Source: an optimization exercise on an open RTL-to-GDS flow (aim: small area, a short achievable clock period and few clock cycles). Production flows keep margins and buffers that such runs may drop.
In this exercise RTL edits were held to simulation tests only and were not proved equivalent to the original.
Power is estimated from default activity; no workload was simulated.

===== flow/flow/run.sh =====
#!/bin/bash
# The standard layout (the standard.sh: ORFS with the standard synthesis)
# with two changes to how the layout is made:
#  - ports get a plain buffer (buf_2) instead of the slow delay cell that
#    buffer_ports picks by default; every port still gets its own buffer
#  - timing repair aims for more slack than the clock period needs, so the
#    repair steps work on the design's worst paths
# Each tool's output goes to ORFS's own logs under orfs/logs; make's output
# goes to flow_make.log here.
set -euo pipefail
export BUFFER_PORTS_ARGS="-buffer_cell sky130_fd_sc_hd__buf_2"
export SETUP_SLACK_MARGIN="${SETUP_SLACK_MARGIN_OVERRIDE:-9.4}"
bash standard.sh > flow_make.log 2>&1

===== flow/standard.sh =====
#!/bin/bash
# synth_recipe.tcl (not shown) runs the flow's synth.tcl, then flattens the netlist and writes it again
# the make line also repeats each setting of config.mk as NAME=value (left out here)
make -C /OpenROAD-flow-scripts/flow DESIGN_CONFIG=/design/flow/config.mk WORK_HOME=/design/flow/orfs CLKGATE_MAP_FILE= SYNTH_SCRIPT=/design/flow/synth_recipe.tcl "${@:-finish}"

===== flow/config.mk =====
export PLATFORM = sky130hd
export DESIGN_NAME = sw_aligner
export DESIGN_NICKNAME = sw_aligner
export VERILOG_FILES = /design/flow/design.v
export SDC_FILE = /design/flow/constraint.sdc
export NUM_CORES = 4
export LEC_CHECK = 0
export CAP_MARGIN = 20
export CORE_MARGIN = 2
export CORE_UTILIZATION = 60
export SLEW_MARGIN = 20
export TNS_END_PERCENT = 5

===== flow/constraint.sdc =====
create_clock -name core_clock -period 13.0 [get_ports {clk}]
set_input_delay 2.6000 -clock core_clock [delete_from_list [all_inputs] [get_ports {clk}]]
set_output_delay 2.6000 -clock core_clock [all_outputs]
set_load 0.01 [all_outputs]

===== flow/design.v =====
package sw_pkg;
    localparam int SCORE_OFS = 95;
    function automatic logic [7:0] carries7(input logic [6:0] g, input logic [6:0] p,
                                            input logic cin);
        logic c;
        c = cin;
        for (int i = 0; i < 7; i++) begin
            carries7[i] = c;
            c = g[i] | (p[i] & c);
        end
        carries7[7] = c;
    endfunction
    function automatic logic ge7(input logic [6:0] a, input logic [6:0] b);
        logic [7:0] c;
        c = carries7(a & ~b, a | ~b, 1'b1);
        ge7 = c[7];
    endfunction
    function automatic logic [7:0] add7(input logic [6:0] a, input logic [6:0] k);
        logic [7:0] c;
        c = carries7(a & k, a | k, 1'b0);
        add7 = {c[7], a ^ k ^ c[6:0]};
    endfunction
    function automatic logic [6:0] satdec7(input logic [6:0] a);
        logic [7:0] s;
        s = add7(a, 7'h7f);
        satdec7 = s[7] ? s[6:0] : 7'd0;
    endfunction
endpackage
`timescale 1ns/100ps
module sw_pe
#(
    parameter int P_ROW = 1              
) (
    input  logic       i_clk,
    input  logic       i_load,
    input  logic       i_en_a,           
    input  logic       i_en_b,           
    input  logic [1:0] i_row_base,       
    input  logic [1:0] i_next_base,      
    input  logic [1:0] i_col,            
    input  logic       i_top_lo,         
    input  logic [6:0] i_top_open,       
    input  logic [6:0] i_top_f,          
    input  logic [6:0] i_d,              
    output logic [1:0] o_row_base,       
    output logic       o_lo,             
    output logic [6:0] o_open,           
    output logic [6:0] o_f,              
    output logic [6:0] o_h,              
    output logic [6:0] o_d               
);
    localparam logic [6:0] LEFT_INIT = 7'(sw_pkg::SCORE_OFS - 12 - P_ROW);
    logic [1:0] row_base_q;
    logic [6:0] h_q;
    logic [6:0] e_q;
    logic [6:0] f_q;
    logic [6:0] d_q;
    logic [7:0] open;
    logic [6:0] e_ext;
    logic [6:0] f_ext;
    logic [6:0] e_new;
    logic [6:0] f_new;
    logic       d_ge_e;
    logic       d_ge_f;
    logic       e_ge_f;
    logic [6:0] h_new;
    logic       match;
    logic [7:0] d_hi;
    logic [7:0] d_lo;
    logic [6:0] d_new;
    always_comb begin
        open   = sw_pkg::add7(h_q, 7'(-13));
        e_ext  = sw_pkg::satdec7(e_q);
        e_new  = (open[7] && sw_pkg::ge7(open[6:0], e_q)) ? open[6:0] : e_ext;
        f_ext  = sw_pkg::satdec7(i_top_f);
        f_new  = (!i_top_lo && sw_pkg::ge7(i_top_open, i_top_f)) ? i_top_open : f_ext;
        d_ge_e = sw_pkg::ge7(i_d, e_q);
        d_ge_f = sw_pkg::ge7(i_d, f_q);
        e_ge_f = sw_pkg::ge7(e_q, f_q);
        if (d_ge_e && d_ge_f) begin
            h_new = i_d;
        end else if (e_ge_f) begin
            h_new = e_q;
        end else begin
            h_new = f_q;
        end
        match  = i_next_base == i_col;
        d_hi   = sw_pkg::add7(h_q, 7'd2);
        d_lo   = sw_pkg::add7(h_q, 7'(-3));
        d_new  = match ? d_hi[6:0] : (d_lo[7] ? d_lo[6:0] : 7'd0);
    end
    always_ff @(posedge i_clk) begin
        if (i_load) begin
            row_base_q <= i_row_base;
            h_q        <= LEFT_INIT;
            e_q        <= 7'd0;
        end else if (i_en_a) begin
            e_q <= e_new;
            f_q <= f_new;
        end else if (i_en_b) begin
            h_q <= h_new;
            d_q <= d_new;
        end
    end
    assign o_row_base = row_base_q;
    assign o_lo       = !open[7];
    assign o_open     = open[6:0];
    assign o_f        = f_q;
    assign o_h        = h_q;
    assign o_d        = d_q;
endmodule
`timescale 1ns/100ps
module sw_pe_array
#(
    parameter int P_NUM_PE = 16
) (
    input  logic                    i_clk,
    input  logic                    i_load,
    input  logic                    i_step_a,     
    input  logic                    i_step_b,     
    input  logic [2*P_NUM_PE-1:0]   i_query,
    input  logic [1:0]              i_feed,
    input  logic                    i_feed_valid,
    output logic [7*P_NUM_PE-1:0]   o_step_v,
    output logic [P_NUM_PE-1:0]     o_step_ok     
);
    logic [2*P_NUM_PE-1:0] pe_base;
    logic [P_NUM_PE-1:0]   pe_lo;
    logic [7*P_NUM_PE-1:0] pe_open;
    logic [7*P_NUM_PE-1:0] pe_f;
    logic [7*P_NUM_PE-1:0] pe_h;
    logic [7*P_NUM_PE-1:0] pe_d;
    logic [2*P_NUM_PE-1:0] col_q;
    logic [P_NUM_PE-1:0]   valid_q;
    logic [6:0] h0_q;
    logic       first_q;
    logic [6:0] top_h;
    logic [7:0] top_open;
    logic [7:0] d0_hi;
    logic [7:0] d0_lo;
    logic [6:0] d0;
    logic [6:0] d0_q;
    always_comb begin
        if (first_q) begin
            top_h = 7'(sw_pkg::SCORE_OFS - 13);
        end else begin
            top_h = sw_pkg::satdec7(h0_q);
        end
        top_open = sw_pkg::add7(top_h, 7'(-13));
        d0_hi    = sw_pkg::add7(h0_q, 7'd2);
        d0_lo    = sw_pkg::add7(h0_q, 7'(-3));
        d0       = (pe_base[1:0] == i_feed) ? d0_hi[6:0] : (d0_lo[7] ? d0_lo[6:0] : 7'd0);
    end
    always_ff @(posedge i_clk) begin
        if (i_load) begin
            h0_q    <= 7'(sw_pkg::SCORE_OFS);
            first_q <= 1'b1;
        end else if (i_step_b && i_feed_valid) begin
            h0_q    <= top_h;
            first_q <= 1'b0;
        end
    end
    always_ff @(posedge i_clk) begin
        d0_q <= d0;
    end
    assign o_step_ok = valid_q;
    for (genvar g = 0; g < P_NUM_PE; g++) begin : g_pe
        logic       in_lo;
        logic [6:0] in_open;
        logic [6:0] in_f;
        logic [6:0] in_d;
        logic [1:0] in_col;
        logic       in_valid;
        logic [1:0] next_base;
        if (g == 0) begin : g_first
            assign in_lo    = !top_open[7];
            assign in_open  = top_open[6:0];
            assign in_f     = 7'd0;
            assign in_d     = d0_q;
            assign in_col   = i_feed;
            assign in_valid = i_feed_valid;
        end else begin : g_chain
            assign in_lo    = pe_lo[g-1];
            assign in_open  = pe_open[7*(g-1) +: 7];
            assign in_f     = pe_f[7*(g-1) +: 7];
            assign in_d     = pe_d[7*(g-1) +: 7];
            assign in_col   = col_q[2*(g-1) +: 2];
            assign in_valid = valid_q[g-1];
        end
        if (g == P_NUM_PE - 1) begin : g_last
            assign next_base = 2'b00;
        end else begin : g_next
            assign next_base = pe_base[2*(g+1) +: 2];
        end
        sw_pe #(
            .P_ROW (g + 1)
        ) u_sw_pe (
            .i_clk       (i_clk),
            .i_load      (i_load),
            .i_en_a      (i_step_a && in_valid),
            .i_en_b      (i_step_b && in_valid),
            .i_row_base  (i_query[2*g +: 2]),
            .i_next_base (next_base),
            .i_col       (in_col),
            .i_top_lo    (in_lo),
            .i_top_open  (in_open),
            .i_top_f     (in_f),
            .i_d         (in_d),
            .o_row_base  (pe_base[2*g +: 2]),
            .o_lo        (pe_lo[g]),
            .o_open      (pe_open[7*g +: 7]),
            .o_f         (pe_f[7*g +: 7]),
            .o_h         (pe_h[7*g +: 7]),
            .o_d         (pe_d[7*g +: 7])
        );
        always_ff @(posedge i_clk) begin
            if (i_load) begin
                valid_q[g] <= 1'b0;
            end else if (i_step_b) begin
                valid_q[g] <= in_valid;
            end
            if (i_step_b) begin
                col_q[2*g +: 2] <= in_col;
            end
        end
        assign o_step_v[7*g +: 7] = pe_h[7*g +: 7];
    end
endmodule
`timescale 1ns/100ps
module sw_max_tree
#(
    parameter int P_NUM_PE = 16,
    parameter int P_SPLIT  = 2
) (
    input  logic                   i_clk,
    input  logic [7*P_NUM_PE-1:0]  i_scores,
    input  logic [P_NUM_PE-1:0]    i_ok,
    output logic [6:0]             o_max,
    output logic [3:0]             o_row
);
    localparam int WIDTH = 16;
    localparam int NMID  = WIDTH >> P_SPLIT;
    logic [6:0] node_v [1:2*WIDTH-1];
    logic [3:0] node_r [1:2*WIDTH-1];
    logic       node_k [1:2*WIDTH-1];
    for (genvar k = 0; k < WIDTH; k++) begin : g_leaf
        assign node_v[WIDTH+k] = i_scores[7*k +: 7];
        assign node_r[WIDTH+k] = 4'(k);
        assign node_k[WIDTH+k] = i_ok[k];
    end
    for (genvar n = 1; n < WIDTH; n++) begin : g_node
        logic       pick_hi;
        logic [6:0] v;
        logic [3:0] r;
        logic       k;
        assign pick_hi = node_k[2*n+1] && (!node_k[2*n] || sw_pkg::ge7(node_v[2*n+1], node_v[2*n]));
        assign v       = pick_hi ? node_v[2*n+1] : node_v[2*n];
        assign r       = pick_hi ? node_r[2*n+1] : node_r[2*n];
        assign k       = node_k[2*n+1] || node_k[2*n];
        if (n == 1 || (n >= NMID && n < 2 * NMID)) begin : g_reg
            logic [6:0] v_q;
            logic [3:0] r_q;
            logic       k_q;
            always_ff @(posedge i_clk) begin
                v_q <= v;
                r_q <= r;
                k_q <= k;
            end
            assign node_v[n] = v_q;
            assign node_r[n] = r_q;
            assign node_k[n] = k_q;
        end else begin : g_comb
            assign node_v[n] = v;
            assign node_r[n] = r;
            assign node_k[n] = k;
        end
    end
    assign o_max = node_v[1];
    assign o_row = node_r[1];
endmodule
`timescale 1ns/100ps
module sw_best_tracker
#(
    parameter int P_XDROP = 40
) (
    input  logic        i_clk,
    input  logic        i_clear,
    input  logic        i_eval,
    input  logic [6:0]  i_step_max,      
    input  logic [3:0]  i_step_row,      
    output logic [6:0]  o_score,         
    output logic [3:0]  o_row,
    output logic [6:0]  o_col,
    output logic [6:0]  o_steps,         
    output logic        o_stop,
    output logic        o_stop_now       
);
    logic [6:0] best_u;      
    logic [6:0] best_x;      
    logic [3:0] row_q;
    logic [6:0] col_q;
    logic [6:0] steps_q;
    logic       stop_q;
    logic [7:0] max_xd;
    logic [6:0] next;
    logic       accept;
    logic       drop;
    assign accept = sw_pkg::ge7(i_step_max, best_u);
    assign max_xd = sw_pkg::add7(i_step_max, 7'(P_XDROP));
    assign drop   = !(max_xd[7] || sw_pkg::ge7(max_xd[6:0], best_u));
    assign next   = steps_q + 7'd1;
    assign o_stop_now = i_eval && !stop_q && drop;
    always_ff @(posedge i_clk) begin
        if (i_clear) begin
            best_u  <= 7'(sw_pkg::SCORE_OFS - 4);
            steps_q <= 7'd0;
            stop_q  <= 1'b0;
        end else if (i_eval && !stop_q) begin
            steps_q <= next;
            if (accept) begin
                best_u  <= i_step_max;
                best_x  <= i_step_max - 7'(sw_pkg::SCORE_OFS);
                row_q   <= i_step_row;
                col_q   <= next - 7'(i_step_row);
            end
            if (drop) begin
                stop_q <= 1'b1;
            end
        end
    end
    assign o_score = best_x;
    assign o_row   = row_q;
    assign o_col   = col_q;
    assign o_steps = steps_q;
    assign o_stop  = stop_q;
endmodule
`timescale 1ns/100ps
module sw_ctrl
#(
    parameter int P_NUM_PE = 16
) (
    input  logic       i_clk,
    input  logic       i_rst,
    input  logic       i_job_req,
    output logic       o_job_ack,
    input  logic       i_sym_req,
    input  logic [1:0] i_sym_base,
    input  logic       i_sym_last,
    output logic       o_sym_ack,
    output logic       o_res_req,
    input  logic       i_res_ack,
    input  logic       i_stop,           
    input  logic       i_stop_now,       
    output logic       o_load,
    output logic       o_step_a,         
    output logic       o_step_b,         
    output logic       o_eval,           
    output logic [1:0] o_feed,
    output logic       o_feed_valid
);
    localparam logic [1:0] ST_IDLE  = 2'd0;
    localparam logic [1:0] ST_RUN   = 2'd1;
    localparam logic [1:0] ST_FLUSH = 2'd2;
    localparam logic [1:0] ST_RES   = 2'd3;
    logic [1:0] state;
    logic [3:0] flush_cnt;
    logic       a_last;          
    logic       b_last;
    logic       ev1;
    logic       ev1_last;
    logic       ev2;
    logic       ev2_last;
    logic       ev3_last;
    logic       job_take;
    logic       sym_take;
    logic       done;
    assign job_take = i_job_req && !o_job_ack &&
                      (state == ST_IDLE || (state == ST_RES && !o_res_req && !i_res_ack));
    assign sym_take = (state == ST_RUN) && i_sym_req && !o_sym_ack;
    assign done     = (state == ST_FLUSH) && (i_stop || i_stop_now || (o_eval && ev3_last));
    always_ff @(posedge i_clk or posedge i_rst) begin
        if (i_rst) begin
            state        <= ST_IDLE;
            o_job_ack    <= 1'b0;
            o_sym_ack    <= 1'b0;
            o_res_req    <= 1'b0;
            o_load       <= 1'b0;
            o_step_a     <= 1'b0;
            o_step_b     <= 1'b0;
            o_feed_valid <= 1'b0;
            a_last       <= 1'b0;
            b_last       <= 1'b0;
            ev1          <= 1'b0;
            ev1_last     <= 1'b0;
            ev2          <= 1'b0;
            ev2_last     <= 1'b0;
            o_eval       <= 1'b0;
            ev3_last     <= 1'b0;
            flush_cnt    <= '0;
        end else begin
            o_load   <= job_take;
            o_step_a <= 1'b0;
            a_last   <= 1'b0;
            o_step_b <= o_step_a;
            b_last   <= a_last;
            ev1      <= o_step_b && !o_load;
            ev1_last <= b_last;
            ev2      <= ev1 && !o_load;
            ev2_last <= ev1_last;
            o_eval   <= ev2 && !o_load;
            ev3_last <= ev2_last;
            if (job_take) begin
                o_job_ack <= 1'b1;
            end else if (o_job_ack && !i_job_req) begin
                o_job_ack <= 1'b0;
            end
            if (sym_take) begin
                o_sym_ack <= 1'b1;
            end else if (o_sym_ack && !i_sym_req) begin
                o_sym_ack <= 1'b0;
            end
            case (state)
                ST_IDLE: begin
                    if (job_take) begin
                        state <= ST_RUN;
                    end
                end
                ST_RUN: begin
                    if (sym_take) begin
                        o_step_a     <= 1'b1;
                        o_feed_valid <= 1'b1;
                        if (i_sym_last) begin
                            flush_cnt <= 4'(P_NUM_PE - 1);
                            state     <= ST_FLUSH;
                        end
                    end
                end
                ST_FLUSH: begin
                    if (done) begin
                        o_res_req <= 1'b1;
                        state     <= ST_RES;
                    end else if (!o_step_a && flush_cnt != 4'd0 && !i_stop) begin
                        o_step_a  <= 1'b1;
                        a_last    <= flush_cnt == 4'd1;
                        flush_cnt <= flush_cnt - 4'd1;
                    end
                    if (o_step_b) begin
                        o_feed_valid <= 1'b0;
                    end
                end
                default: begin   
                    if (o_res_req && i_res_ack) begin
                        o_res_req <= 1'b0;
                    end else if (job_take) begin
                        state <= ST_RUN;
                    end
                end
            endcase
        end
    end
    always_ff @(posedge i_clk) begin
        if (sym_take) begin
            o_feed <= i_sym_base;
        end
    end
endmodule
`timescale 1ns/100ps
module sw_align_top
#(
    parameter int P_NUM_PE = 16,
    parameter int P_XDROP  = 40
) (
    input  logic                  i_clk,
    input  logic                  i_rst,
    input  logic                  i_job_req,
    input  logic [2*P_NUM_PE-1:0] i_query,
    output logic                  o_job_ack,
    input  logic                  i_sym_req,
    input  logic [1:0]            i_sym_base,
    input  logic                  i_sym_last,
    output logic                  o_sym_ack,
    output logic                  o_res_req,
    input  logic                  i_res_ack,
    output logic [6:0]            o_score,
    output logic [3:0]            o_row,
    output logic [6:0]            o_col,
    output logic [6:0]            o_end_step,
    output logic                  o_xdrop_hit
);
    logic                  load;
    logic                  step_a;
    logic                  step_b;
    logic                  eval;
    logic [1:0]            feed;
    logic                  feed_valid;
    logic                  stop;
    logic                  stop_now;
    logic [7*P_NUM_PE-1:0] step_v;
    logic [P_NUM_PE-1:0]   step_ok;
    logic [6:0]            step_max;
    logic [3:0]            step_row;
    sw_ctrl #(
        .P_NUM_PE (P_NUM_PE)
    ) u_sw_ctrl (
        .i_clk        (i_clk),
        .i_rst        (i_rst),
        .i_job_req    (i_job_req),
        .o_job_ack    (o_job_ack),
        .i_sym_req    (i_sym_req),
        .i_sym_base   (i_sym_base),
        .i_sym_last   (i_sym_last),
        .o_sym_ack    (o_sym_ack),
        .o_res_req    (o_res_req),
        .i_res_ack    (i_res_ack),
        .i_stop       (stop),
        .i_stop_now   (stop_now),
        .o_load       (load),
        .o_step_a     (step_a),
        .o_step_b     (step_b),
        .o_eval       (eval),
        .o_feed       (feed),
        .o_feed_valid (feed_valid)
    );
    sw_pe_array #(
        .P_NUM_PE (P_NUM_PE)
    ) u_sw_pe_array (
        .i_clk        (i_clk),
        .i_load       (load),
        .i_step_a     (step_a),
        .i_step_b     (step_b),
        .i_query      (i_query),
        .i_feed       (feed),
        .i_feed_valid (feed_valid),
        .o_step_v     (step_v),
        .o_step_ok    (step_ok)
    );
    sw_max_tree #(
        .P_NUM_PE (P_NUM_PE)
    ) u_sw_max_tree (
        .i_clk    (i_clk),
        .i_scores (step_v),
        .i_ok     (step_ok),
        .o_max    (step_max),
        .o_row    (step_row)
    );
    sw_best_tracker #(
        .P_XDROP (P_XDROP)
    ) u_sw_best_tracker (
        .i_clk      (i_clk),
        .i_clear    (load),
        .i_eval     (eval),
        .i_step_max (step_max),
        .i_step_row (step_row),
        .o_score    (o_score),
        .o_row      (o_row),
        .o_col      (o_col),
        .o_steps    (o_end_step),
        .o_stop     (o_xdrop_hit),
        .o_stop_now (stop_now)
    );
    assign stop = o_xdrop_hit;
endmodule
`timescale 1ns/100ps
module sw_aligner (
    input  logic        clk,
    input  logic        rst,
    input  logic        job_req,
    input  logic [31:0] query,
    output logic        job_ack,
    input  logic        sym_req,
    input  logic [1:0]  sym_base,
    input  logic        sym_last,
    output logic        sym_ack,
    output logic        res_req,
    output logic [13:0] res_score,
    output logic [5:0]  res_row,
    output logic [10:0] res_col,
    output logic [10:0] res_end_step,
    output logic        res_xdrop_hit,
    input  logic        res_ack
);
    logic [6:0] score;
    logic [3:0] row;
    logic [6:0] col;
    logic [6:0] end_step;
    sw_align_top #(
        .P_NUM_PE (16),
        .P_XDROP  (40)
    ) u_sw_align_top (
        .i_clk       (clk),
        .i_rst       (rst),
        .i_job_req   (job_req),
        .i_query     (query),
        .o_job_ack   (job_ack),
        .i_sym_req   (sym_req),
        .i_sym_base  (sym_base),
        .i_sym_last  (sym_last),
        .o_sym_ack   (sym_ack),
        .o_res_req   (res_req),
        .i_res_ack   (res_ack),
        .o_score     (score),
        .o_row       (row),
        .o_col       (col),
        .o_end_step  (end_step),
        .o_xdrop_hit (res_xdrop_hit)
    );
    assign res_score    = {{7{score[6]}}, score};
    assign res_row      = {2'b00, row};
    assign res_col      = {4'b0000, col};
    assign res_end_step = {4'b0000, end_step};
endmodule

==> results of run 1 <==
==> cell usage after synthesis (all sizes together) (57+ instances only) <==
master	n	area share [%]
nand3	107	1.2
ha	374	11
o22ai	65	0.94
nand2b	92	1.3
clkbuf	166	1.4
a21oi	233	2.7
nor2	402	3.5
edfxtp	297	21
maj3	276	6.5
dfxtp	321	15
o221ai	87	1.8
nor2b	76	1.1
mux2i	223	5.2
o21a	57	0.99
nand2	378	3.3
o21ai	399	4.6
inv	481	4.2
==> sequential cells by signal, indices dropped and copies added, names as in the netlist, 7 cells and up <==
name                                                  count
u_sw_align_top.u_sw_best_tracker.best_x                   7
u_sw_align_top.u_sw_pe_array.h0_q                         7
u_sw_align_top.u_sw_best_tracker.best_u                   7
u_sw_align_top.u_sw_pe_array.g_pe.u_sw_pe.h_q           112
u_sw_align_top.u_sw_pe_array.valid_q                     16
u_sw_align_top.u_sw_pe_array.g_pe.u_sw_pe.f_q           112
u_sw_align_top.u_sw_max_tree.g_node.g_reg.v_q            35
u_sw_align_top.u_sw_pe_array.d0_q                         7
u_sw_align_top.u_sw_best_tracker.col_q                    7
u_sw_align_top.u_sw_best_tracker.steps_q                  7
u_sw_align_top.u_sw_pe_array.g_pe.u_sw_pe.row_base_q     32
u_sw_align_top.u_sw_pe_array.g_pe.u_sw_pe.d_q           105
u_sw_align_top.u_sw_max_tree.g_node.g_reg.r_q            12
u_sw_align_top.u_sw_pe_array.col_q                       28
u_sw_align_top.u_sw_pe_array.g_pe.u_sw_pe.e_q           112
==> what timing repair did <==
action | CTS | global route
setup endpoints to repair | 173 | 295
gates resized for setup | 9 | 45
cloned | 1 | 1
setup buffers | 0 | 15
pin swaps | 1 | 6
==> stage by stage <==
stage	util, %	hold WS (ps)	worst slack, ps	cells	total power (W)
floorplan	-	331	9400	4833	0.00504
global placement	61.8	332	8820	5678	0.00585
detailed placement	61.9	338	8990	5679	0.00588
CTS	65.5	351	9090	5815	0.00807
global route	65.8	365	9070	5831	0.00863
finish	65.8	348	9090	5831	0.00809
==> how the worst min path moves through the flow <==
stage / startpoint / end / slack, ps / cells after the start
after floorplan: u_sw_align_top.u_sw_ctrl.a_last$_DFF_PP0_ / u_sw_align_top.u_sw_ctrl.b_last$_DFF_PP0_ / 330 / 0
after global placement: u_sw_align_top.u_sw_ctrl.b_last$_DFF_PP0_ / u_sw_align_top.u_sw_ctrl.ev1_last$_DFF_PP0_ / 330 / 0
after detailed placement: u_sw_align_top.u_sw_ctrl.ev1_last$_DFF_PP0_ / u_sw_align_top.u_sw_ctrl.ev2_last$_DFF_PP0_ / 340 / 0
after CTS: u_sw_align_top.u_sw_ctrl.ev1_last$_DFF_PP0_ / u_sw_align_top.u_sw_ctrl.ev2_last$_DFF_PP0_ / 350 / 0
after global routing: u_sw_align_top.u_sw_ctrl.ev2_last$_DFF_PP0_ / u_sw_align_top.u_sw_ctrl.ev3_last$_DFF_PP0_ / 360 / 0
final: u_sw_align_top.u_sw_ctrl.ev1_last$_DFF_PP0_ / u_sw_align_top.u_sw_ctrl.ev2_last$_DFF_PP0_ / 350 / 0
==> power by group <==
part | internal (W) | switching, W | leakage, nW | total [W]
clock network | 0.00130 | 0.000873 | 1.25 | 0.00217
registers | 0.00253 | 0.000398 | 5.55 | 0.00293
logic | 0.00117 | 0.00181 | 12.5 | 0.00299
total | 0.00501 | 0.00309 | 19.2 | 0.00809
==> layout by cell type (no fill, tap or decap), types with 76 or more instances in the layout <==
cell / instances
inv_1: 478
o21ai_0: 388
nor2_1: 385
nand2_1: 374
ha_1: 374
dfxtp_1: 310
edfxtp_1: 297
maj3_1: 243
a21oi_1: 232
mux2i_1: 222
nand3_1: 107
nand2b_1: 92
o221ai_1: 87
clkbuf_16: 80
buf_2: 76
==> metal layers <==
metal  share of wire (%)  GRT usage [%]
met2                  46           48.7
met1                  46           41.6
met4                 2.5           8.59
met5                   0              0
met3                 5.4           3.71
==> cells by family after synthesis <==
group | count (synthesis) | share of synthesized area [%]
muxes | 245 | 5.74
AOI/OAI and AO/OA | 1261 | 19.0
other | 1 | 0.00869
xor gates and xnor gates | 54 | 1.10
DFF | 639 | 36.8
adders and majority gates | 651 | 17.4
and+or+nand+nor | 1296 | 14.0
buffers and inverters | 677 | 6.06
==> final cells by class <==
class,count,area [µm²],share of cell area (%)
Tap cell,950,1190,2.53
Timing Repair Buffer,105,611,1.30
Inverter,483,1820,3.86
Multi-Input combinational cell,3519,24900,53.1
Sequential cell,639,15900,33.8
Clock inverter,33,372,0.791
Clock buffer,102,2170,4.63
==> flow_metrics.tcl, run 1 <==
set metrics [dict create \
    num_vias 35500 \
    drive_gt1_share_pct 7.38 \
    critical_path_class "register to output pin" \
    cts_hold_buf 0 \
    place_area_um2 44100 \
    drc_errors 0 \
    crit_buf_inv 1 \
    clockBufferDepth 3 \
    dieHeight_um 272 \
    slew_viol_final 0 \
    core_um2 71400 \
    cp_top_family "flip-flops" \
    crit_start "u_sw_align_top.u_sw_best_tracker.row_q[3]$_DFFE_PP_" \
    syn_to_final_growth_pct 8.84 \
    grt_setup_unrepaired "yes" \
    dp_hpwl_mm 83.8 \
    synth-main-ff-cell "dfxtp_1" \
    cts.sinks 639 \
    track_usage_pct 29.8 \
    grt_antenna_before_repair 2 \
    endpoint "res_row[3]" \
    drtAntennaViolNets 0 \
    avgRoutedWirePerCell_um 19.3 \
    floorplan.initialDensity_pct 60.5 \
    cts_htree_levels 3 \
    cp_max_fo 1 \
    root_buffer "clkbuf_16" \
    clock.fmax_ghz 0.256 \
    critical_path_arrival_ps 1310 \
    cts_tree "done" \
    dieWidth_um 272 \
    port_buffers 75 \
    netlist_area_um2 43200 \
    fin_skew_ps 14.2 \
    insertion_delay_ps 630 \
    slew_headroom_pct 39.9 \
    ys_types 88 \
    grt_max_degree 51 \
    synth-seq-area-share_pct 36.8 \
    layout.nets 5236 \
    diodes 0 \
    path_depth 1 \
    maxCapViolations 0 \
    first_global_vias 33200 \
    peakVddDrop_mv 0.182 \
    fin_crit_sh_pct 30.1 \
    crit_chain "buf_2" \
    worstPathRequired_ps 10400 \
    startpoint_type "register" \
    grt_pass1_wl_mm 180 \
    drt_iter0_drc 2828 \
    overflow 0 \
    ys_warn_count 23 \
    fin_crit_ps 3910 \
    r2r.worst_path.cells 14 \
    tns_ps 0 \
    static-leakage-power_nw 19.2 \
    pin_count 86 \
    numCtsBuffers 73 \
    powerDensity_nw_per_um2 172 \
    synthCells 4824 \
    crit_slowest_cell "edfxtp_1" \
    die_area_um2 74100 \
    tightest_slew_ps 902 \
    firstDrtPassIters 6 \
    path_clk_slew_ps 60 \
    async_reset_ff_share_pct 3.29 \
    syn_area_per_cell_um2 8.95 \
    hp-class "register to register" \
    hold_viol 0 \
    rrSetupSlack_ps 9260 \
    gp_congestion 0.907 \
    ys_ff_latch 639 \
    status "timing/DRC/antenna clean" \
    wl_mm 112 \
    rows 98 \
    viasPerCell 6.09 \
    synth_edf_count 297 \
    fill_cells 6000 \
    setup_violations 0 \
    critPathMaxStageDelay_ps 500 \
    end_kind "output pin" \
    design_area_um2 47000 \
]
Testbench counts, summed over its fixed seeds: cycles 39,646.
==> inputs of run 2 (changes only) <==
--- a/flow/config.mk
+++ b/flow/config.mk
@@ -5,6 +5,7 @@
 export SDC_FILE = /design/flow/constraint.sdc
 export NUM_CORES = 4
 export LEC_CHECK = 0
+export ABC_AREA = 1
 export CAP_MARGIN = 20
 export CORE_MARGIN = 2
 export CORE_UTILIZATION = 60
==> run 2 against run 1 <==
  * Synthesized cell count increased by 19%
  * Sequential share of layout area increased by 0.23 points
  * Total power decreased by 16%
  * Critical path depth unchanged
  * Sequential power decreased by 9.6%
  * Worst hold slack improved by 2.3 ps
  * Clock-buffer cell count decreased by 6
  * Die area decreased by 0.24%
  * Critical endpoint is now res_score[9]
==> flow_metrics.tcl, run 2 <==
set metrics [dict create \
    cts_hold_buf 0 \
    ys_types 52 \
    fin_skew_ps 29.0 \
    worstPathRequired_ps 10400 \
    grt_setup_unrepaired "yes" \
    synth_compound_area_share_pct 20.9 \
    netlist_area_um2 43100 \
    synth_mux_area_share_pct 0.0697 \
    grt_antenna_before_repair 0 \
    critical_path_arrival_ps 1260 \
    numCtsBuffers 74 \
    startpoint_type "register" \
    synthAdderAreaFrac_pct 11.0 \
    setup_violations 0 \
    cts.sinks 639 \
    fill_cells 6383 \
    async_reset_ff_share_pct 3.29 \
    layout_commonest_cell "nand2_1" \
    crit_buf_inv 1 \
    insertion_delay_ps 630 \
    first_global_vias 36900 \
    slew_viol_final 0 \
    syn_area_per_cell_um2 7.51 \
    dp_cells 6636 \
    firstDrtPassIters 8 \
    cts_tree "done" \
    avgRoutedWirePerCell_um 17.2 \
    ys_warn_count 23 \
    crit_slowest_cell "edfxtp_1" \
    drt_iter0_drc 3440 \
    cts_resized 0 \
    clock.fmax_ghz 0.259 \
    overflow 0 \
    viasPerCell 5.84 \
    drive_gt1_share_pct 4.72 \
    multi_input_area_um2 23200 \
    drtAntennaViolNets 0 \
    root_buffer "clkbuf_16" \
    r2r.worst_path.cells 14 \
    pin_count 86 \
    cp_top_family "flip-flops" \
    track_usage_pct 31.0 \
    crit_start "u_sw_align_top.u_sw_best_tracker.best_x[6]$_DFFE_PP_" \
    slew_headroom_pct 24.0 \
    rrSetupSlack_ps 9670 \
    core_um2 71200 \
    cts_htree_levels 3 \
    powerDensity_nw_per_um2 146 \
    final_cell_mix "nand2_1, inv_1, o21ai_0" \
    drc_errors 0 \
    tightest_slew_ps 1130 \
    grt_pass1_wl_mm 189 \
    synthCells 5736 \
    dieHeight_um 272 \
    floorplan.initialDensity_pct 60.4 \
    synth-main-ff-cell "dfxtp_1" \
    fin_crit_sh_pct 29.7 \
    synth_edf_count 297 \
    port_buffers 75 \
    end_kind "output pin" \
    synth_top_area_cell "edfxtp_1" \
    fin_crit_ps 3860 \
    dieWidth_um 272 \
    yosysMostFrequentCell "nand2_1" \
    hold_viol 0 \
    cp_max_fo 8 \
    endpoint "res_score[9]" \
    crit_chain "buf_2" \
    clockBufferDepth 3 \
    layout.cells.non_filler 6774 \
    peakVddDrop_mv 0.155 \
    critical_path_class "register to output pin" \
    ff_latch_area_um2 15900 \
    synth_top_area_share_pct 20.7 \
    diodes 0 \
    num_vias 39500 \
    syn_to_final_growth_pct 8.24 \
    grt_max_degree 140 \
    synth_xor_area_share_pct 0.956 \
    synth-seq-area-share_pct 36.9 \
    synth_top_family_by_area "compound AO/OA/AOI/OAI gates" \
    tns_ps 0 \
    critPathMaxStageDelay_ps 460 \
    path_clk_slew_ps 60 \
    yosys-top-cells-area "edfxtp_1, dfxtp_1, ha_1, nand2_1, o21ai_0" \
    postCtsSetupBuffers 0 \
    rows 98 \
    ys_top_cells_by_count "nand2_1, inv_1, o21ai_0, nand3_1, ha_1" \
    maxCapViolations 0 \
    reg_top3 "u_sw_align_top.u_sw_pe_array.g_pe.u_sw_pe.e_q x112, u_sw_align_top.u_sw_pe_array.g_pe.u_sw_pe.f_q x112, u_sw_align_top.u_sw_pe_array.g_pe.u_sw_pe.h_q x112" \
    static-leakage-power_nw 20.8 \
    gp_congestion 0.940 \
    die_area_um2 73900 \
    ys_ff_latch 639 \
    synth-simple-area-share_pct 20.8 \
    path_depth 1 \
    layout.nets 6177 \
    dp_hpwl_mm 86.6 \
    hp-class "register to register" \
    wl_mm 116 \
    status "timing/DRC/antenna clean" \
]
[run 2: cell count changes after synthesis, sizes merged, moves of 95 or more]
| cell | before | now |
|---|---|---|
| o22ai | 65 | 179 |
| mux2i | 223 | 3 |
| o211ai | 46 | 141 |
| maj3 | 276 | 3 |
| o21ai | 399 | 694 |
| nand2 | 378 | 1238 |
| nand3b | 16 | 119 |
| inv | 481 | 890 |
| nand3 | 107 | 405 |
| nor2 | 402 | 267 |
| a21oi | 233 | 360 |
[run 2: how the worst min path moves through the flow]
stage	from	to	cells past startpoint
global placement	u_sw_align_top.u_sw_ctrl.b_last$_DFF_PP0_	u_sw_align_top.u_sw_ctrl.ev1_last$_DFF_PP0_	0
CTS	u_sw_align_top.u_sw_ctrl.a_last$_DFF_PP0_	u_sw_align_top.u_sw_ctrl.b_last$_DFF_PP0_	0
detailed placement	u_sw_align_top.u_sw_ctrl.ev2_last$_DFF_PP0_	u_sw_align_top.u_sw_ctrl.ev3_last$_DFF_PP0_	0
floorplan	u_sw_align_top.u_sw_ctrl.a_last$_DFF_PP0_	u_sw_align_top.u_sw_ctrl.b_last$_DFF_PP0_	0
finish	u_sw_align_top.u_sw_ctrl.b_last$_DFF_PP0_	u_sw_align_top.u_sw_ctrl.ev1_last$_DFF_PP0_	0
global route	u_sw_align_top.u_sw_ctrl.b_last$_DFF_PP0_	u_sw_align_top.u_sw_ctrl.ev1_last$_DFF_PP0_	0
[run 2: final cells by class]
type	count	area share, %
multi-input combinational	4071	49.8
inverter	894	7.20
tap	950	2.55
sequential	639	34.1
timing repair buffer	82	0.945
clock inverter	42	1.04
clock buffer	96	4.44
[run 2: cells by family (layout without fill, tap and decap cells)]
family / Yosys count / in the layout
buffers and inverters: 1035 / 1114
and+or+nand+nor: 2073 / 2073
DFF: 639 / 639
other: 1 / 10
muxes: 3 / 3
xor gates and xnor gates: 47 / 47
adders and majority gates: 378 / 378
AOI/OAI and AO/OA: 1560 / 1560
[run 2: routing by layer]
metal,up-vias,GRT usage [%],share of wire (%)
met3,206,4.01,6.1
met1,18200,41.7,44
met5,-,0,0
met2,1284,51.8,46
li1,19800,-,-
met4,0,10.3,3.0
[run 2: metrics by stage]
step | instance area, µm² | setup WS [ps] | utilization [%] | hold slack (ps) | total power [W]
3_3_place_gp | 44100 | 9120 | 61.8 | 336 | 0.00458
6_report | 46600 | 9140 | 65.4 | 351 | 0.00679
4_1_cts | 46600 | 9110 | 65.4 | 350 | 0.00680
5_1_grt | 46600 | 9070 | 65.4 | 366 | 0.00721
3_5_place_dp | 44100 | 9110 | 61.8 | 335 | 0.00462
2_1_floorplan | 43100 | 9420 | - | 331 | 0.00406
[run 2: power breakdown]
| group | internal [W] | switching (W) |
|---|---|---|
| sequential | 0.00239 | 0.000254 |
| clock | 0.00129 | 0.000875 |
| combinational | 0.000667 | 0.00130 |
==> inputs of run 3 (changes only) <==
--- a/flow/config.mk
+++ b/flow/config.mk
@@ -5,9 +5,8 @@
 export SDC_FILE = /design/flow/constraint.sdc
 export NUM_CORES = 4
 export LEC_CHECK = 0
-export ABC_AREA = 1
 export CAP_MARGIN = 20
 export CORE_MARGIN = 2
-export CORE_UTILIZATION = 60
+export CORE_UTILIZATION = 40
 export SLEW_MARGIN = 20
 export TNS_END_PERCENT = 5
==> run 3 against run 2 <==
  * Cell area is 2.6% higher
  * Routed wire length is 1.0% higher
  * Die area is 50% higher
  * Clock power is 8% higher
  * Critical endpoint is now res_score[12]
  * Highest routed layer unchanged
==> flow_metrics.tcl, run 3 <==
set metrics [dict create \
    final_util_pct 44.7 \
    grt_pass1_wl_mm 186 \
    critical_path_class "register to output pin" \
    synth-main-ff-cell "dfxtp_1" \
    powerDensity_nw_per_um2 173 \
    dieWidth_um 333 \
    cts_hold_buf 0 \
    cts.sinks 639 \
    floorplan.initialDensity_pct 40.3 \
    synth-seq-area-share_pct 36.8 \
    cts_htree_levels 3 \
    layout.nets 5236 \
    hp-class "register to register" \
    synth_top_area_share_pct 20.7 \
    fin_skew_ps 30.5 \
    tns_ps 0 \
    cp_max_fo 8 \
    core_um2 107000 \
    slew_viol_final 0 \
    ys_ff_latch 639 \
    maxCapViolations 0 \
    syn_to_final_growth_pct 10.7 \
    status "timing/DRC/antenna clean" \
    drive_gt1_share_pct 7.43 \
    yosysMostFrequentCell "inv_1" \
    cts_tree "done" \
    syn_area_per_cell_um2 8.95 \
    port_buffers 75 \
    critPathMaxStageDelay_ps 420 \
    insertion_delay_ps 650 \
    clock.fmax_ghz 0.252 \
    crit_slowest_cell "edfxtp_1" \
    drt_iter0_drc 2721 \
    drtAntennaViolNets 0 \
    fin_crit_sh_pct 30.5 \
    crit_chain "buf_12 > buf_6" \
    dp_hpwl_mm 87.3 \
    end_kind "output pin" \
    netlist_area_um2 43200 \
    fin_crit_ps 3960 \
    pin_count 86 \
    avgRoutedWirePerCell_um 18.7 \
    reg_top3 "u_sw_align_top.u_sw_pe_array.g_pe.u_sw_pe.e_q x112, u_sw_align_top.u_sw_pe_array.g_pe.u_sw_pe.f_q x112, u_sw_align_top.u_sw_pe_array.g_pe.u_sw_pe.h_q x112" \
    layout_commonest_cell "inv_1" \
    ys_warn_count 23 \
    synthCells 4824 \
    startpoint_type "register" \
    worstPathRequired_ps 10400 \
    critical_path_arrival_ps 1360 \
    dieHeight_um 333 \
    clockBufferDepth 3 \
    first_global_vias 33500 \
    static-leakage-power_nw 19.3 \
    yosys-top-cells-area "edfxtp_1, dfxtp_1, ha_1, maj3_1, mux2i_1" \
    tightest_slew_ps 1080 \
    firstDrtPassIters 8 \
    async_reset_ff_share_pct 3.29 \
    slew_headroom_pct 28.2 \
    synth_top_area_cell "edfxtp_1" \
    final_cell_mix "inv_1, o21ai_0, nor2_1" \
    setup_violations 0 \
    grt_max_degree 60 \
    drc_errors 0 \
    track_usage_pct 20.6 \
    grt_setup_unrepaired "yes" \
    synth_edf_count 297 \
    grt_antenna_before_repair 4 \
    root_buffer "clkbuf_16" \
    num_vias 35600 \
    wl_mm 117 \
    overflow 0 \
    ys_top_cells_by_count "inv_1, nor2_1, o21ai_0, nand2_1, ha_1" \
    rows 120 \
    path_clk_slew_ps 60 \
    hold_viol 0 \
    ys_types 88 \
    numCtsBuffers 78 \
    gp_congestion 0.909 \
    viasPerCell 5.67 \
    peakVddDrop_mv 0.0977 \
    die_area_um2 111000 \
]
==> run 3: changes by cell type after synthesis, sizes merged, moves of 220 or more <==
cell,delta
nand3,-298
maj3,+273
inv,-409
mux2i,+220
o21ai,-295
nand2,-860
==> run 3: report_power, final <==
part,total (W),switching (W),leakage (nW),internal (W)
Combinational,0.00298,0.00181,12.4,0.00116
Clock,0.00235,0.000915,1.35,0.00143
Sequential,0.00295,0.000420,5.55,0.00253
Total,0.00828,0.00315,19.3,0.00513
==> run 3: what timing repair did <==
action                                  in CTS  in global routing
endpoints found under the setup margin     181                287
buffers inserted                             2                  7
gates cloned                                 0                  2
pin swaps                                    0                  5
gates resized for setup                     18                 41
==> run 3: worst max-delay path: cells and delay by family, from the launching register on <==
family | cells | cell delay, ps
flops | 1 | 420
buf+inv | 2 | 290
==> run 3: kinds of logic after synthesis <==
kind of cell	count (synthesis)	share of synthesized area [%]
simple gates	1296	14.0
compound gates	1261	19.0
buf+inv	677	6.06
fa+ha+maj	651	17.4
flops	639	36.8
mux	245	5.74
xor+xnor	54	1.10
other cells	1	0.00869
==> run 3: layer usage <==
metal  GRT usage (%)  vias up  wire, µm
met3            2.94      148      6610
met2            32.5      954     52300
met1            29.3    17000     55900
met5               0        -         0
li1                -    17600         -
met4            6.05        0      2710
==> run 3: layout make-up <==
cell class	instances	area, µm²
Fill cell	10400	59200
Antenna cell	1	2.50
Clock buffer	101	2220
Multi-Input combinational cell	3519	24900
Sequential cell	639	15900
Inverter	483	1820
Tap cell	1403	1760
Clock inverter	43	544
Timing Repair Buffer	100	647
==> run 3: worst paths after layout <==
| path | depth (start not counted) | end | slack (ps) | start |
|---|---|---|---|---|
| worst min register to register | 0 | u_sw_align_top.u_sw_ctrl.ev3_last$_DFF_PP0_ | 340 | u_sw_align_top.u_sw_ctrl.ev2_last$_DFF_PP0_ |
| worst max-delay path | 2 | res_score[12] | 9040 | u_sw_align_top.u_sw_best_tracker.best_x[6]$_DFFE_PP_ |
| min in group asynchronous | 2 | u_sw_align_top.u_sw_ctrl.ev3_last$_DFF_PP0_ | 2120 | rst |
| worst min-delay path | 0 | u_sw_align_top.u_sw_ctrl.ev3_last$_DFF_PP0_ | 340 | u_sw_align_top.u_sw_ctrl.ev2_last$_DFF_PP0_ |
| worst max register to register | 13 | register | 9220 | register |
| max in group asynchronous | 2 | u_sw_align_top.u_sw_ctrl.o_step_b$_DFF_PP0_ | 10290 | rst |
==> run 3: stage by stage <==
stage                     setup WS, ps  power (W)  cells  instance area [µm²]  hold WS, ps
after detailed placement          8860    0.00590   6133                44700          336
after floorplan                   9400    0.00504   4833                43200          331
after global placement            8870    0.00586   6133                44700          333
after global routing              9000    0.00884   6288                47800          359
final                             9040    0.00828   6289                47800          341
after CTS                         9020    0.00830   6279                47600          344
==> inputs of run 4 (changes only) <==
--- a/flow/flow/run.sh
+++ b/flow/flow/run.sh
@@ -9,5 +9,5 @@
 # goes to flow_make.log here.
 set -euo pipefail
 export BUFFER_PORTS_ARGS="-buffer_cell sky130_fd_sc_hd__buf_2"
-export SETUP_SLACK_MARGIN="${SETUP_SLACK_MARGIN_OVERRIDE:-9.4}"
+export SETUP_SLACK_MARGIN="${SETUP_SLACK_MARGIN_OVERRIDE:-9.1}"
 bash standard.sh > flow_make.log 2>&1
--- a/flow/config.mk
+++ b/flow/config.mk
@@ -7,6 +7,6 @@
 export LEC_CHECK = 0
 export CAP_MARGIN = 20
 export CORE_MARGIN = 2
-export CORE_UTILIZATION = 40
+export CORE_UTILIZATION = 60
 export SLEW_MARGIN = 20
 export TNS_END_PERCENT = 5
==> run 4 against run 3 <==
  * Register-to-register slack hardly changed
  * First-iteration DRC count grew 0.99%
  * Critical path type unchanged
  * Combinational power down 3%
  * Clock power down 7%
  * Critical path depth is 1 lower
  * Synthesized area did not move
==> flow_metrics.tcl, run 4 <==
set metrics [dict create \
    status "timing/DRC/antenna clean" \
    end_kind "output pin" \
    critPathMaxStageDelay_ps 490 \
    core_um2 71400 \
    root_buffer "clkbuf_16" \
    postCtsSetupBuffers 0 \
    drc_errors 0 \
    synth_top_area_cell "edfxtp_1" \
    viasPerCell 6.11 \
    dp_hpwl_mm 83.8 \
    syn_area_per_cell_um2 8.95 \
    dieHeight_um 272 \
    layout.nets 5220 \
    first_global_vias 33900 \
    yosysMostFrequentCell "inv_1" \
    numCtsBuffers 74 \
    avgRoutedWirePerCell_um 19.4 \
    worstPathRequired_ps 10400 \
    gp_congestion 0.902 \
    drive_gt1_share_pct 6.51 \
    hp-class "register to register" \
    final_util_pct 65.5 \
    place_area_um2 44100 \
    cts_htree_levels 3 \
    port_buffers 75 \
    cts_tree "done" \
    wl_mm 113 \
    insertion_delay_ps 620 \
    firstDrtPassIters 8 \
    crit_slowest_cell "dfxtp_1" \
    setup_violations 0 \
    finalPower_w 0.00807 \
    netlist_area_um2 43200 \
    cp_top_family "flip-flops" \
    hold_viol 0 \
    slew_viol_final 0 \
    synth_edf_count 297 \
    overflow 0 \
    drtAntennaViolNets 0 \
    track_usage_pct 30.0 \
    fin_skew_ps 18.6 \
    synth-main-ff-cell "dfxtp_1" \
    critical_path_arrival_ps 1300 \
    die_area_um2 74100 \
    clock.fmax_ghz 0.256 \
    final_cell_mix "inv_1, o21ai_0, nor2_1" \
    ys_top_cells_by_count "inv_1, nor2_1, o21ai_0, nand2_1, ha_1" \
    crit_buf_inv 1 \
    layout.cells.non_filler 5817 \
    grt_setup_unrepaired "yes" \
    synth-seq-area-share_pct 36.8 \
    layout_commonest_cell "inv_1" \
    grt_pass1_wl_mm 181 \
    floorplan.initialDensity_pct 60.5 \
    static-leakage-power_nw 19.2 \
    ys_ff_latch 639 \
    design_area_um2 46800 \
    tns_ps 0 \
    peakVddDrop_mv 0.168 \
    grt_antenna_before_repair 3 \
    rows 98 \
    powerDensity_nw_per_um2 173 \
    slew_headroom_pct 32.1 \
    startpoint_type "register" \
    pin_count 86 \
    critical_path_class "register to output pin" \
    reg_top3 "u_sw_align_top.u_sw_pe_array.g_pe.u_sw_pe.e_q x112, u_sw_align_top.u_sw_pe_array.g_pe.u_sw_pe.f_q x112, u_sw_align_top.u_sw_pe_array.g_pe.u_sw_pe.h_q x112" \
    path_clk_slew_ps 60 \
    synthCells 4824 \
    maxCapViolations 0 \
    cp_max_fo 4 \
    fin_crit_ps 3900 \
    crit_chain "buf_2" \
    async_reset_ff_share_pct 3.29 \
    ys_warn_count 23 \
    dieWidth_um 272 \
    dp_cells 5679 \
    synth_top_area_share_pct 20.7 \
    clockBufferDepth 3 \
    yosys-top-cells-area "edfxtp_1, dfxtp_1, ha_1, maj3_1, mux2i_1" \
    syn_to_final_growth_pct 8.30 \
    grt_max_degree 53 \
    diodes 0 \
    tightest_slew_ps 1010 \
    ys_types 88 \
    fin_crit_sh_pct 30.0 \
    num_vias 35500 \
    drt_iter0_drc 2748 \
    cts.sinks 639 \
    cts_hold_buf 0 \
]
-- run 4: cell count changes in the layout (fill, tap and decap cells not counted), sizes merged, moves of 2 or more --
| cell | previous run | this run |
|---|---|---|
| buf | 100 | 90 |
| clkbuf | 101 | 106 |
| bufinv | 11 | 7 |
| clkinvlp | 7 | 3 |
| clkinv | 23 | 21 |
| nor2 | 404 | 402 |
-- run 4: layout make-up --
type,instances,area [µm²]
sequential,639,15900
tap,950,1190
clock inverter,32,364
fill,6088,24600
timing repair buffer,90,483
clock buffer,106,2200
multi-input combinational,3517,24800
inverter,483,1820
-- run 4: cells by family after synthesis --
family | Yosys count | share of synthesized area, %
adder cells (fa/ha/maj) | 651 | 17.4
AND/OR/NAND/NOR | 1296 | 14.0
AO/OA/AOI/OAI | 1261 | 19.0
XOR/XNOR | 54 | 1.10
other | 1 | 0.00869
flip-flops | 639 | 36.8
multiplexers | 245 | 5.74
buffers and inverters | 677 | 6.06
-- run 4: per-layer routing --
metal  vias up  track usage, %  wire length (µm)
met5         -               0                 0
met4         0            9.80              3590
met3       215            3.39              5480
met2       935            49.1             51500
met1     16800            41.5             52200
li1      17500               -                 -
-- run 4: path summary, 6_finish.rpt --
| path | from | end | slack [ps] | cells past startpoint |
|---|---|---|---|---|
| min reg2reg | u_sw_align_top.u_sw_ctrl.b_last$_DFF_PP0_ | u_sw_align_top.u_sw_ctrl.ev1_last$_DFF_PP0_ | 360 | 0 |
| min | u_sw_align_top.u_sw_ctrl.b_last$_DFF_PP0_ | u_sw_align_top.u_sw_ctrl.ev1_last$_DFF_PP0_ | 360 | 0 |
| max | u_sw_align_top.u_sw_best_tracker.stop_q$_SDFFE_PP0P_ | res_xdrop_hit | 9100 | 1 |
| max in group asynchronous | rst | u_sw_align_top.u_sw_ctrl.o_step_b$_DFF_PP0_ | 10240 | 2 |
| max reg2reg | u_sw_align_top.u_sw_max_tree.g_node[1].g_reg.v_q[1]$_DFF_P_ | u_sw_align_top.u_sw_ctrl.state[1]$_DFFE_PP0P_ | 9220 | 10 |
| min in group asynchronous | rst | u_sw_align_top.u_sw_ctrl.a_last$_DFF_PP0_ | 2150 | 2 |
-- run 4: where the power goes --
group	internal, W	switching [W]	total, W
Combinational	0.00115	0.00175	0.00290
Sequential	0.00253	0.000445	0.00298
Clock	0.00133	0.000865	0.00219
-- run 4: per-stage QoR --
stage	worst slack, ps	hold WS (ps)
after floorplan	9220	331
after global placement	8850	331
after detailed placement	8860	339
after CTS	9040	360
after global routing	8900	360
final	9100	359
-- run 4: repair_timing --
action | 4_1_cts | 5_1_grt
gates cloned | 0 | 0
endpoints found under the setup margin | 31 | 123
gates resized for setup | 1 | 18
==> inputs of run 5 (changes only) <==
--- a/flow/flow/run.sh
+++ b/flow/flow/run.sh
@@ -9,5 +9,5 @@
 # goes to flow_make.log here.
 set -euo pipefail
 export BUFFER_PORTS_ARGS="-buffer_cell sky130_fd_sc_hd__buf_2"
-export SETUP_SLACK_MARGIN="${SETUP_SLACK_MARGIN_OVERRIDE:-9.1}"
+export SETUP_SLACK_MARGIN="${SETUP_SLACK_MARGIN_OVERRIDE:-9.4}"
 bash standard.sh > flow_make.log 2>&1
--- a/flow/config.mk
+++ b/flow/config.mk
@@ -5,8 +5,12 @@
 export SDC_FILE = /design/flow/constraint.sdc
 export NUM_CORES = 4
 export LEC_CHECK = 0
+export ABC_AREA = 1
 export CAP_MARGIN = 20
 export CORE_MARGIN = 2
 export CORE_UTILIZATION = 60
+export CTS_BUF_LIST = sky130_fd_sc_hd__clkbuf_16
+export CTS_CLUSTER_DIAMETER = 80
+export CTS_CLUSTER_SIZE = 25
 export SLEW_MARGIN = 20
 export TNS_END_PERCENT = 5
==> run 5 against run 4 <==
  * Via count grew 10%
  * Sequential power shrank 11%
  * Clock power shrank 33%
  * Largest cell class unchanged
==> flow_metrics.tcl, run 5 <==
set metrics [dict create \
    insertion_delay_ps 630 \
    finalPower_w 0.00608 \
    powerDensity_nw_per_um2 134 \
    firstDrtPassIters 6 \
    crit_buf_inv 1 \
    hp-class "register to register" \
    port_buffers 75 \
    drive_gt1_share_pct 3.89 \
    cts_hold_buf 0 \
    synth_top_area_cell "edfxtp_1" \
    synth_compound_area_share_pct 20.9 \
    critPathMaxStageDelay_ps 470 \
    synthCells 5736 \
    synth_edf_count 297 \
    end_kind "output pin" \
    syn_to_final_growth_pct 5.69 \
    postCtsSetupBuffers 0 \
    hold_viol 0 \
    synthAdderAreaFrac_pct 11.0 \
    gp_congestion 0.940 \
    async_reset_ff_share_pct 3.29 \
    static-leakage-power_nw 20.3 \
    cts_resized 0 \
    slew_headroom_pct 23.9 \
    hp-start "u_sw_align_top.u_sw_ctrl.b_last$_DFF_PP0_" \
    grt_antenna_before_repair 0 \
    fill_cells 6521 \
    num_vias 39200 \
    critical_path_arrival_ps 1270 \
    yosys-top-cells-area "edfxtp_1, dfxtp_1, ha_1, nand2_1, o21ai_0" \
    tns_ps 0 \
    fin_crit_sh_pct 29.7 \
    clock.fmax_ghz 0.259 \
    setup_violations 0 \
    track_usage_pct 30.6 \
    numCtsBuffers 40 \
    slew_viol_final 0 \
    drtAntennaViolNets 0 \
    path_clk_slew_ps 100 \
    synth-seq-area-share_pct 36.9 \
    die_area_um2 73900 \
    dieWidth_um 272 \
    synth-main-ff-cell "dfxtp_1" \
    viasPerCell 5.84 \
    final_cell_mix "nand2_1, inv_1, o21ai_0" \
    synth_top_area_share_pct 20.7 \
    cp_top_family "flip-flops" \
    tightest_slew_ps 1130 \
    synth_top_family_by_area "compound AO/OA/AOI/OAI gates" \
    grt_max_degree 140 \
    ys_top_cells_by_count "nand2_1, inv_1, o21ai_0, nand3_1, ha_1" \
    fin_skew_ps 29.3 \
    dp_hpwl_mm 86.6 \
    hold-path-endpoint "u_sw_align_top.u_sw_ctrl.ev1_last$_DFF_PP0_" \
    clockBufferDepth 3 \
    cp_max_fo 8 \
    startpoint_type "register" \
    reg_top3 "u_sw_align_top.u_sw_pe_array.g_pe.u_sw_pe.e_q x112, u_sw_align_top.u_sw_pe_array.g_pe.u_sw_pe.f_q x112, u_sw_align_top.u_sw_pe_array.g_pe.u_sw_pe.h_q x112" \
    cts.sinks 639 \
    pin_count 86 \
    worstPathRequired_ps 10400 \
    core_um2 71200 \
    root_buffer "clkbuf_16" \
    avgRoutedWirePerCell_um 17.1 \
    netlist_area_um2 43100 \
    ys_ff_latch 639 \
    grt_setup_unrepaired "yes" \
    fin_crit_ps 3870 \
    worstHoldPathCells 0 \
    cts_htree_levels 2 \
    synth-simple-area-share_pct 20.8 \
    crit_chain "buf_2" \
    grt_pass1_wl_mm 187 \
    synth_mux_area_share_pct 0.0697 \
    critical_path_class "register to output pin" \
    rows 98 \
    floorplan.initialDensity_pct 60.4 \
    cts_tree "done" \
    maxCapViolations 0 \
    rrSetupSlack_ps 9680 \
    syn_area_per_cell_um2 7.51 \
    ys_types 52 \
    diodes 0 \
    status "timing/DRC/antenna clean" \
    overflow 0 \
    drc_errors 0 \
    wl_mm 115 \
    synth_xor_area_share_pct 0.956 \
    r2r.worst_path.cells 14 \
    crit_slowest_cell "edfxtp_1" \
    layout.nets 6143 \
    peakVddDrop_mv 0.157 \
    dieHeight_um 272 \
    drt_iter0_drc 3476 \
    layout_commonest_cell "nand2_1" \
    ys_warn_count 23 \
    first_global_vias 36300 \
    yosysMostFrequentCell "nand2_1" \
]
-- run 5: worst max-delay path by stage --
| stage | start | end | cells after the start |
|---|---|---|---|
| finish | u_sw_align_top.u_sw_best_tracker.best_x[6]$_DFFE_PP_ | res_score[9] | 1 |
| global route | u_sw_align_top.u_sw_best_tracker.best_x[6]$_DFFE_PP_ | res_score[11] | 1 |
| CTS | u_sw_align_top.u_sw_best_tracker.best_x[6]$_DFFE_PP_ | res_score[11] | 1 |
| detailed placement | sym_req | u_sw_align_top.u_sw_ctrl.flush_cnt[0]$_DFFE_PP0P_ | 9 |
| global placement | sym_req | u_sw_align_top.u_sw_ctrl.flush_cnt[0]$_DFFE_PP0P_ | 9 |
| floorplan | sym_req | u_sw_align_top.u_sw_ctrl.flush_cnt[0]$_DFFE_PP0P_ | 8 |
-- run 5: final cells by class --
type / count / area [µm²] / area share, %
clock inverter: 31 / 377 / 0.827
timing repair buffer: 82 / 440 / 0.968
tap: 950 / 1190 / 2.61
clock buffer: 43 / 1080 / 2.36
inverter: 894 / 3360 / 7.37
sequential: 639 / 15900 / 34.9
multi-input combinational: 4071 / 23200 / 51.0
-- run 5: power by group --
group          internal, W  total [W]  switching [W]
registers          0.00239    0.00264       0.000254
clock network     0.000684    0.00147       0.000787
logic             0.000666    0.00196        0.00130
-- run 5: cells by family after synthesis --
family          after synthesis
simple gates               2073
compound gates             1560
buf+inv                    1035
flops                       639
fa+ha+maj                   378
xor+xnor                     47
mux                           3
other cells                   1
-- run 5: routing by layer --
layer	routed length [µm]	GRT usage, %
met1	51500	41.6
met2	53400	51.4
met3	6800	3.40
met4	3310	9.50
met5	0	0
-- run 5: what timing repair did --
| action | 4_1_cts | 5_1_grt |
|---|---|---|
| endpoints found under the hold margin | 0 | 0 |
| pin swaps | 0 | 0 |
| endpoints found under the setup margin | 36 | 40 |
-- run 5: stage by stage --
step                      std cells  cell area [µm²]  hold WS [ps]  setup WS [ps]  utilization [%]
after floorplan                5745            43100           331           9420                -
after detailed placement       6636            44100           335           9110             61.8
after global routing           6710            45500           376           9060             63.9
after CTS                      6710            45500           364           9110             63.9
after global placement         6636            44100           336           9120             61.8
final                          6710            45500           360           9130             63.9
==> inputs of run 6 (changes only) <==
--- a/flow/design.v
+++ b/flow/design.v
@@ -288,7 +288,7 @@
     input  logic        i_eval,
     input  logic [6:0]  i_step_max,      
     input  logic [3:0]  i_step_row,      
-    output logic [6:0]  o_score,         
+    output logic [13:0] o_score,         
     output logic [3:0]  o_row,
     output logic [6:0]  o_col,
     output logic [6:0]  o_steps,         
@@ -296,7 +296,8 @@
     output logic        o_stop_now       
 );
     logic [6:0] best_u;      
-    logic [6:0] best_x;      
+    logic [5:0] best_x;      
+    logic [2:0] sign_q;      
     logic [3:0] row_q;
     logic [6:0] col_q;
     logic [6:0] steps_q;
@@ -319,7 +320,9 @@
             steps_q <= next;
             if (accept) begin
                 best_u  <= i_step_max;
-                best_x  <= i_step_max - 7'(sw_pkg::SCORE_OFS);
+                {sign_q[0], best_x} <= i_step_max - 7'(sw_pkg::SCORE_OFS);
+                sign_q[1] <= !sw_pkg::ge7(i_step_max, 7'(sw_pkg::SCORE_OFS));
+                sign_q[2] <= i_step_max < 7'(sw_pkg::SCORE_OFS);
                 row_q   <= i_step_row;
                 col_q   <= next - 7'(i_step_row);
             end
@@ -328,7 +331,8 @@
             end
         end
     end
-    assign o_score = best_x;
+    assign o_score = {sign_q[2], sign_q[2], sign_q[2], sign_q[1], sign_q[1], sign_q[1],
+                      sign_q[0], sign_q[0], best_x};
     assign o_row   = row_q;
     assign o_col   = col_q;
     assign o_steps = steps_q;
@@ -481,7 +485,7 @@
     output logic                  o_sym_ack,
     output logic                  o_res_req,
     input  logic                  i_res_ack,
-    output logic [6:0]            o_score,
+    output logic [13:0]           o_score,
     output logic [3:0]            o_row,
     output logic [6:0]            o_col,
     output logic [6:0]            o_end_step,
@@ -579,7 +583,7 @@
     output logic        res_xdrop_hit,
     input  logic        res_ack
 );
-    logic [6:0] score;
+    logic [13:0] score;
     logic [3:0] row;
     logic [6:0] col;
     logic [6:0] end_step;
@@ -604,7 +608,7 @@
         .o_end_step  (end_step),
         .o_xdrop_hit (res_xdrop_hit)
     );
-    assign res_score    = {{7{score[6]}}, score};
+    assign res_score    = score;
     assign res_row      = {2'b00, row};
     assign res_col      = {4'b0000, col};
     assign res_end_step = {4'b0000, end_step};
--- a/flow/config.mk
+++ b/flow/config.mk
@@ -10,7 +10,7 @@
 export CORE_MARGIN = 2
 export CORE_UTILIZATION = 60
 export CTS_BUF_LIST = sky130_fd_sc_hd__clkbuf_16
-export CTS_CLUSTER_DIAMETER = 80
-export CTS_CLUSTER_SIZE = 25
+export CTS_CLUSTER_DIAMETER = 100
+export CTS_CLUSTER_SIZE = 30
 export SLEW_MARGIN = 20
 export TNS_END_PERCENT = 5
==> run 6 against run 5 <==
  * Still clean
  * Total power shrank 3.0%
  * Worst hold slack lost 10 ps
  * Final cell count shrank 0.27%
  * Flip-flop and latch count grew 2
  * First-iteration DRC count shrank 4.9%
  * Clock-buffer cell count shrank 6
  * Critical path depth is the same
  * Routed wire length grew 0.62%
  * Combinational power is essentially flat
  * Synthesized cell count shrank 0.28%
  * Worst setup slack gained 22 ps
  * Largest power group unchanged
==> flow_metrics.tcl, run 6 <==
set metrics [dict create \
    firstDrtPassIters 6 \
    crit_slowest_cell "edfxtp_1" \
    ys_types 54 \
    rows 98 \
    ys_warn_count 23 \
    syn_to_final_growth_pct 5.25 \
    avgRoutedWirePerCell_um 17.3 \
    gp_congestion 0.962 \
    synth-seq-area-share_pct 37.0 \
    cts.sinks 641 \
    critical_path_arrival_ps 1240 \
    end_kind "output pin" \
    numCtsBuffers 35 \
    final_cell_mix "nand2_1, inv_1, o21ai_0" \
    grt_max_degree 140 \
    root_buffer "clkbuf_16" \
    layout_commonest_cell "nand2_1" \
    synth_top_area_share_pct 20.8 \
    dp_hpwl_mm 87.5 \
    fill_cells 6580 \
    synth_edf_count 299 \
    layout.nets 6131 \
    netlist_area_um2 43100 \
    grt_setup_unrepaired "yes" \
    drtAntennaViolNets 0 \
    yosys-top-cells-area "edfxtp_1, dfxtp_1, ha_1, nand2_1, o21ai_0" \
    rrSetupSlack_ps 9640 \
    syn_area_per_cell_um2 7.54 \
    insertion_delay_ps 600 \
    cts_tree "done" \
    clockBufferDepth 3 \
    drc_errors 0 \
    yosysMostFrequentCell "nand2_1" \
    fin_skew_ps 27.8 \
    peakVddDrop_mv 0.181 \
    cts_htree_levels 2 \
    synthCells 5720 \
    drive_gt1_share_pct 4.16 \
    grt_pass1_wl_mm 187 \
    static-leakage-power_nw 20.2 \
    ys_top_cells_by_count "nand2_1, inv_1, o21ai_0, ha_1, nand3_1" \
    netSwitchingPower_w 0.00229 \
    hp-class "register to register" \
    pin_count 86 \
    num_vias 39200 \
    first_global_vias 35500 \
    crit_chain "buf_2" \
    overflow 0 \
    slew_viol_final 0 \
    hp-start "u_sw_align_top.u_sw_ctrl.b_last$_DFF_PP0_" \
    ff_latch_area_um2 15900 \
    cp_top_family "flip-flops" \
    multi_input_area_um2 23300 \
    critPathMaxStageDelay_ps 480 \
    switching_share_pct 38.9 \
    cts_hold_buf 0 \
    crit_start "u_sw_align_top.u_sw_best_tracker.best_x[0]$_DFFE_PP_" \
    maxCapViolations 0 \
    critical_path_class "register to output pin" \
    clkPwrFrac_pct 22.4 \
    fin_crit_ps 3840 \
    layout.cells.non_filler 6692 \
    place_ws_ps 9100 \
    reg_top3 "u_sw_align_top.u_sw_pe_array.g_pe.u_sw_pe.e_q x112, u_sw_align_top.u_sw_pe_array.g_pe.u_sw_pe.f_q x112, u_sw_align_top.u_sw_pe_array.g_pe.u_sw_pe.h_q x112" \
    dp_cells 6627 \
    comb_power_share_pct 32.7 \
    track_usage_pct 30.7 \
    clock.fmax_ghz 0.260 \
    dieWidth_um 272 \
    viasPerCell 5.86 \
    async_reset_ff_share_pct 3.28 \
    dieHeight_um 272 \
    wl_mm 116 \
    startpoint_type "register" \
    port_buffers 75 \
    cp_max_fo 1 \
    path_clk_slew_ps 100 \
    synth_top_area_cell "edfxtp_1" \
    powerDensity_nw_per_um2 130 \
    fin_ws_ps 9160 \
    synth-main-ff-cell "dfxtp_1" \
    tightest_slew_ps 1060 \
    drt_iter0_drc 3305 \
    ys_ff_latch 641 \
    status "timing/DRC/antenna clean" \
    tns_ps 0 \
    floorplan.initialDensity_pct 60.4 \
    hold_viol 0 \
    intPower_w 0.00360 \
    fin_crit_sh_pct 29.6 \
    die_area_um2 74000 \
    slew_headroom_pct 29.5 \
    core_um2 71400 \
    seqPwrFrac_pct 44.9 \
    grt_antenna_before_repair 4 \
    setup_violations 0 \
    worstPathRequired_ps 10400 \
    crit_buf_inv 1 \
]
run 6: changes by cell type after synthesis, sizes merged, moves of 4 or more:
cell,delta
a21oi,+5
clkbuf,-7
clkinv,+4
inv,-25
nand2,+23
nand3,-34
nor2,-4
nor3,-4
o211ai,-5
o21ai,+16
o221a,+4
o22ai,-4
or2,+5
run 6: power by group through the flow:
| stage | combinational, W | clock [W] | sequential, W |
|---|---|---|---|
| floorplan | 0.00142 | 0 | 0.00259 |
| global placement | 0.00185 | 0 | 0.00268 |
| detailed placement | 0.00190 | 0 | 0.00269 |
| CTS | 0.00191 | 0.00135 | 0.00264 |
| global route | 0.00220 | 0.00142 | 0.00267 |
| finish | 0.00193 | 0.00132 | 0.00265 |
run 6: cell type report:
cell class                 count  share of cell area [%]
sequential                   641                    35.1
inverter                     873                    7.22
timing repair buffer          83                    1.00
tap                          950                    2.62
antenna                        1                 0.00552
clock buffer                  37                    2.04
multi-input combinational   4081                    51.3
clock inverter                26                   0.656
run 6: metrics by stage:
stage	hold WS (ps)	instance area [µm²]	util [%]	power [W]
2_1_floorplan	331	43100	-	0.00401
3_3_place_gp	333	44100	61.8	0.00454
3_5_place_dp	336	44100	61.8	0.00458
4_1_cts	353	45300	63.5	0.00590
5_1_grt	361	45400	63.6	0.00630
6_report	350	45400	63.6	0.00589
run 6: routing by layer:
metal,part of all wire [%],vias up,track usage (%)
met5,0.023,-,0
met4,2.3,4,7.79
met3,5.7,161,2.76
met2,46,1232,50.6
met1,46,18100,43.5
li1,-,19700,-
run 6: logic make-up (layout without fill, tap and decap cells):
logic type | Yosys count | in the layout | synth area share, %
AND/OR/NAND/NOR | 2064 | 2064 | 20.7
AO/OA/AOI/OAI | 1583 | 1583 | 21.3
buffers and inverters | 1007 | 1019 | 9.12
flip-flops | 641 | 641 | 37.0
adder cells (fa/ha/maj) | 376 | 376 | 10.9
XOR/XNOR | 45 | 45 | 0.914
multiplexers | 3 | 3 | 0.0755
other | 1 | 11 | 0.00870
run 6: final timing paths:
kind,endpoint,depth (start not counted)
worst max-delay path,res_score[0],1
min in group asynchronous,u_sw_align_top.u_sw_ctrl.o_job_ack$_DFFE_PP0P_,2
max in group asynchronous,u_sw_align_top.u_sw_ctrl.o_load$_DFF_PP0_,2
worst max register to register,register,17
worst min-delay path,u_sw_align_top.u_sw_ctrl.ev1_last$_DFF_PP0_,0
worst min register to register,u_sw_align_top.u_sw_ctrl.ev1_last$_DFF_PP0_,0
run 6: what timing repair did:
action	CTS	global route
setup endpoints to repair	36	49
gates resized for setup	0	3
setup buffers	0	1
Testbench counts of run 6, summed over its fixed seeds: cycles 39,646.

Setup slack of run 6, layout unchanged: 9.157 ns with ideal ports, 9.091 ns with driving cells assumed (clock clkbuf_16, inputs buf_2), 8.973 ns with port delays also shifted by the 0.652 ns mid clock arrival.
